Context: an optimization exercise on an open-source flow, tuned for small area, a short achievable clock period and few clock cycles. The choices shown serve that exercise and are no tape-out recipe.
At most, simulation tests tie the RTL to the original design; equivalence was not proved.
Power is estimated from default activity; no workload was simulated.

// systolic_array_os
module systolic_array_os #(
  parameter int unsigned ROW   = sys_array_pkg::DefaultRow,
  parameter int unsigned COL   = sys_array_pkg::DefaultCol,
  parameter int unsigned ES    = sys_array_pkg::DefaultEs,
  parameter int unsigned K_MAX = sys_array_pkg::DefaultKMax,
  parameter int unsigned ACC_W = 2 * ES + $clog2(K_MAX)
) (
  input  logic                         clk,
  input  logic                         rst_n,
  input  logic                         start,
  input  logic [$clog2(K_MAX+1)-1:0]   k_len,
  input  logic                         signed_mode,
  input  logic                         in_vld,
  output logic                         in_rdy,
  input  logic [ROW*ES-1:0]            a_vec,
  input  logic [COL*ES-1:0]            b_vec,
  output logic                         out_vld,
  input  logic                         out_rdy,
  output logic [COL*ACC_W-1:0]         out_row,
  output logic [$clog2(ROW)-1:0]       out_row_idx,
  output logic                         out_last,
  output logic                         busy,
  output logic                         done
);
==> module systolic_array_os, before the edit <==
module systolic_array_os #(
  parameter int unsigned ROW   = sys_array_pkg::DefaultRow,
  parameter int unsigned COL   = sys_array_pkg::DefaultCol,
  parameter int unsigned ES    = sys_array_pkg::DefaultEs,
  parameter int unsigned K_MAX = sys_array_pkg::DefaultKMax,
  parameter int unsigned ACC_W = 2 * ES + $clog2(K_MAX)
) (
  input  logic                         clk,
  input  logic                         rst_n,
  input  logic                         start,
  input  logic [$clog2(K_MAX+1)-1:0]   k_len,
  input  logic                         signed_mode,
  input  logic                         in_vld,
  output logic                         in_rdy,
  input  logic [ROW*ES-1:0]            a_vec,
  input  logic [COL*ES-1:0]            b_vec,
  output logic                         out_vld,
  input  logic                         out_rdy,
  output logic [COL*ACC_W-1:0]         out_row,
  output logic [$clog2(ROW)-1:0]       out_row_idx,
  output logic                         out_last,
  output logic                         busy,
  output logic                         done
);
  localparam int unsigned KW = $clog2(K_MAX + 1);
  localparam int unsigned RW = $clog2(ROW);
  logic          r_feed;       
  logic          r_zero;       
  logic          r_first;      
  logic [KW-1:0] r_k_rem;      
  logic          r_signed;
  logic [ES-1:0] r_a [ROW];
  logic [ES-1:0] r_b [COL];
  logic [ROW-1:0] r_clr;       
  logic          r_last;       
  logic          r_out_vld;
  logic [RW-1:0] r_row;
  logic          r_row_last;   
  logic [ROW-1:0] r_row_sel;   
  logic          r_rdy_any;    
  logic          r_rdy_last;   
  logic [KW-1:0]    w_k_clamp;
  logic             w_start, w_acc_free, w_in_rdy, w_fire, w_issue, w_xfer;
  logic             w_feed_d, w_zero_d, w_first_d, w_last_d, w_out_vld_d, w_row_last_d;
  logic [RW-1:0]    w_row_d;
  logic [ACC_W-1:0] w_acc [ROW][COL];
  assign w_k_clamp = (k_len > KW'(K_MAX)) ? KW'(K_MAX) : k_len;
  assign w_start   = start & ~busy;
  assign w_xfer    = r_out_vld & out_rdy;
  assign w_acc_free = ~r_last & (~r_out_vld | (r_row_last & out_rdy));
  assign w_in_rdy   = r_rdy_any | (r_rdy_last & out_rdy);
  assign w_fire     = in_vld & w_in_rdy;
  assign w_issue    = w_fire | (r_zero & w_acc_free);
  always_comb begin
    w_feed_d  = r_feed;
    w_zero_d  = r_zero;
    w_first_d = r_first;
    if (w_start) begin
      w_feed_d  = (w_k_clamp != '0);
      w_zero_d  = (w_k_clamp == '0);
      w_first_d = 1'b1;
    end else begin
      if (w_fire) begin
        w_first_d = 1'b0;
        if (r_k_rem == KW'(1)) w_feed_d = 1'b0;
      end
      if (r_zero && w_acc_free) w_zero_d = 1'b0;
    end
    w_last_d     = w_issue & (r_zero | (r_k_rem == KW'(1)));
    w_out_vld_d  = r_out_vld;
    w_row_d      = r_row;
    w_row_last_d = r_row_last;
    if (r_last) begin
      w_out_vld_d  = 1'b1;
      w_row_d      = '0;
      w_row_last_d = 1'b0;
    end else if (w_xfer) begin
      w_out_vld_d  = ~r_row_last;
      w_row_d      = r_row + RW'(1);
      w_row_last_d = (r_row == RW'(ROW - 2));
    end
  end
  always_ff @(posedge clk) begin
    if (!rst_n) begin
      r_feed     <= 1'b0;
      r_zero     <= 1'b0;
      r_first    <= 1'b0;
      r_clr      <= '1;
      r_last     <= 1'b0;
      r_out_vld  <= 1'b0;
      r_row      <= '0;
      r_row_last <= 1'b0;
      r_row_sel  <= '0;
      r_rdy_any  <= 1'b0;
      r_rdy_last <= 1'b0;
    end else begin
      r_feed     <= w_feed_d;
      r_zero     <= w_zero_d;
      r_first    <= w_first_d;
      r_clr      <= {ROW{w_xfer}} & r_row_sel;
      r_last     <= w_last_d;
      r_out_vld  <= w_out_vld_d;
      r_row      <= w_row_d;
      r_row_last <= w_row_last_d;
      for (int r = 0; r < ROW; r++) r_row_sel[r] <= w_out_vld_d & (w_row_d == RW'(r));
      r_rdy_any  <= w_feed_d & (~w_first_d | (~w_last_d & ~w_out_vld_d));
      r_rdy_last <= w_feed_d & w_first_d & ~w_last_d & w_row_last_d;
    end
  end
  always_ff @(posedge clk) begin
    if (w_start) begin
      r_k_rem  <= w_k_clamp;
      r_signed <= signed_mode;
    end else if (w_fire) begin
      r_k_rem <= r_k_rem - KW'(1);
    end
  end
  always_ff @(posedge clk) begin
    for (int r = 0; r < ROW; r++) r_a[r] <= (w_fire & rst_n) ? a_vec[r*ES +: ES] : '0;
    for (int c = 0; c < COL; c++) r_b[c] <= b_vec[c*ES +: ES];
  end
  for (genvar gr = 0; gr < ROW; gr++) begin : g_row
    for (genvar gc = 0; gc < COL; gc++) begin : g_col
      pe_mac #(
        .ES   (ES),
        .ACC_W(ACC_W)
      ) u_pe (
        .clk     (clk),
        .i_clr   (r_clr[gr]),
        .i_signed(r_signed),
        .i_a     (r_a[gr]),
        .i_b     (r_b[gc]),
        .o_acc   (w_acc[gr][gc])
      );
    end
  end
  always_comb begin
    out_row = '0;
    for (int r = 0; r < ROW; r++)
      for (int c = 0; c < COL; c++)
        out_row[c*ACC_W +: ACC_W] = out_row[c*ACC_W +: ACC_W] | (w_acc[r][c] & {ACC_W{r_row_sel[r]}});
  end
  assign in_rdy      = w_in_rdy;
  assign out_vld     = r_out_vld;
  assign out_row_idx = r_row;
  assign out_last    = r_row_last;
  assign busy        = r_feed | r_zero;
  assign done        = r_row_last & out_rdy;
endmodule
Settings: LEC_CHECK=0, CAP_MARGIN=20, CORE_MARGIN=2, CORE_UTILIZATION=60, SLEW_MARGIN=20; clock period 10.0 ns.
standard.sh (not shown) runs the stock make flow with config.mk's settings and CLKGATE_MAP_FILE= SYNTH_SCRIPT=/design/flow/synth_recipe.tcl, a recipe that flattens the netlist after the stock synthesis.
==> flow/flow/run.sh <==
#!/bin/bash
# Standard ORFS layout with three changes:
#  - synthesis skips Yosys's early "abc -fast", so full adders are extracted from the
#    RTL's own adder expressions (no inverters between adder cells); registers are
#    unchanged,
#  - ports are buffered with buf_2 instead of a delay buffer,
#  - repair_timing aims at a tighter setup margin.
set -u
sed -e 's/synth -nofsm -noshare/synth -nofsm -noshare -noabc/' synth_recipe.tcl > synth_noabc.tcl
bash standard.sh SYNTH_SCRIPT=$PWD/synth_noabc.tcl SETUP_SLACK_MARGIN=5.3 \
  "BUFFER_PORTS_ARGS=-buffer_cell sky130_fd_sc_hd__buf_2" finish > standard.log 2>&1
Rerun with:
--- a/flow/design.v
+++ b/flow/design.v
@@ -513,13 +513,13 @@
   logic          r_zero;       
   logic          r_first;      
   logic [KW-1:0] r_k_rem;      
   logic          r_signed;
   logic [ES-1:0] r_a [ROW];
   logic [ES-1:0] r_b [COL];
-  logic [ROW-1:0] r_clr;       
+  logic          r_clr;        
   logic          r_last;       
   logic          r_out_vld;
   logic [RW-1:0] r_row;
   logic          r_row_last;   
   logic [ROW-1:0] r_row_sel;   
   logic          r_rdy_any;    
@@ -567,25 +567,25 @@
   end
   always_ff @(posedge clk) begin
     if (!rst_n) begin
       r_feed     <= 1'b0;
       r_zero     <= 1'b0;
       r_first    <= 1'b0;
-      r_clr      <= '1;
+      r_clr      <= 1'b0;
       r_last     <= 1'b0;
       r_out_vld  <= 1'b0;
       r_row      <= '0;
       r_row_last <= 1'b0;
       r_row_sel  <= '0;
       r_rdy_any  <= 1'b0;
       r_rdy_last <= 1'b0;
     end else begin
       r_feed     <= w_feed_d;
       r_zero     <= w_zero_d;
       r_first    <= w_first_d;
-      r_clr      <= {ROW{w_xfer}} & r_row_sel;
+      r_clr      <= w_issue & (r_first | r_zero);
       r_last     <= w_last_d;
       r_out_vld  <= w_out_vld_d;
       r_row      <= w_row_d;
       r_row_last <= w_row_last_d;
       for (int r = 0; r < ROW; r++) r_row_sel[r] <= w_out_vld_d & (w_row_d == RW'(r));
       r_rdy_any  <= w_feed_d & (~w_first_d | (~w_last_d & ~w_out_vld_d));
@@ -598,23 +598,23 @@
       r_signed <= signed_mode;
     end else if (w_fire) begin
       r_k_rem <= r_k_rem - KW'(1);
     end
   end
   always_ff @(posedge clk) begin
-    for (int r = 0; r < ROW; r++) r_a[r] <= (w_fire & rst_n) ? a_vec[r*ES +: ES] : '0;
+    for (int r = 0; r < ROW; r++) r_a[r] <= w_fire ? a_vec[r*ES +: ES] : '0;
     for (int c = 0; c < COL; c++) r_b[c] <= b_vec[c*ES +: ES];
   end
   for (genvar gr = 0; gr < ROW; gr++) begin : g_row
     for (genvar gc = 0; gc < COL; gc++) begin : g_col
       pe_mac #(
         .ES   (ES),
         .ACC_W(ACC_W)
       ) u_pe (
         .clk     (clk),
-        .i_clr   (r_clr[gr]),
+        .i_clr   (r_clr),
         .i_signed(r_signed),
         .i_a     (r_a[gr]),
         .i_b     (r_b[gc]),
         .o_acc   (w_acc[gr][gc])
       );
     end
After rerunning:
- The changed run finished clean
- non-clock buffer count is higher by 30
- cell area is higher slightly
- final cell count is higher slightly
- sequential share of layout area is lower by 0.35 points
- count of clock-buffer cells in the layout is higher by 14
- power is higher by well over a third
- wire length is higher by a few percent
- area after synthesis is higher slightly
Testbench counts after the change, summed over its fixed seeds: cycles 12,017.
Only the layout flow was run in the first run of this note; the RTL was not checked for function there.

-- static timing again, ports no longer ideal --
In the flow no input, the clock included, has a driving cell. The finished layouts below were timed again as built, in two steps.
Step 1: set_driving_cell puts a clkbuf_16 on clk and a buf_2 on each other input, an assumption about the parent block.
Step 2 times the ports against the registers' clock, not the clock port: input delays grow and output delays shrink by t, the midpoint of the rising clock arrivals with the driver on.
a / b / c = no drivers / after step 1 / after step 2; a / b = the first two.
run | t (ns) | slack for setup (ns) | cell pins on the clock port's net
the first run | 0.726 | 5.412 / 5.339 / 5.420 | 1
the second run | 0.742 | 5.347 / 5.275 / 5.321 | 1
After both steps every run listed still meets setup and hold. The setup slack of the second run, which loses most, moves by -0.072 ns with the drivers and by -0.026 ns with both steps.
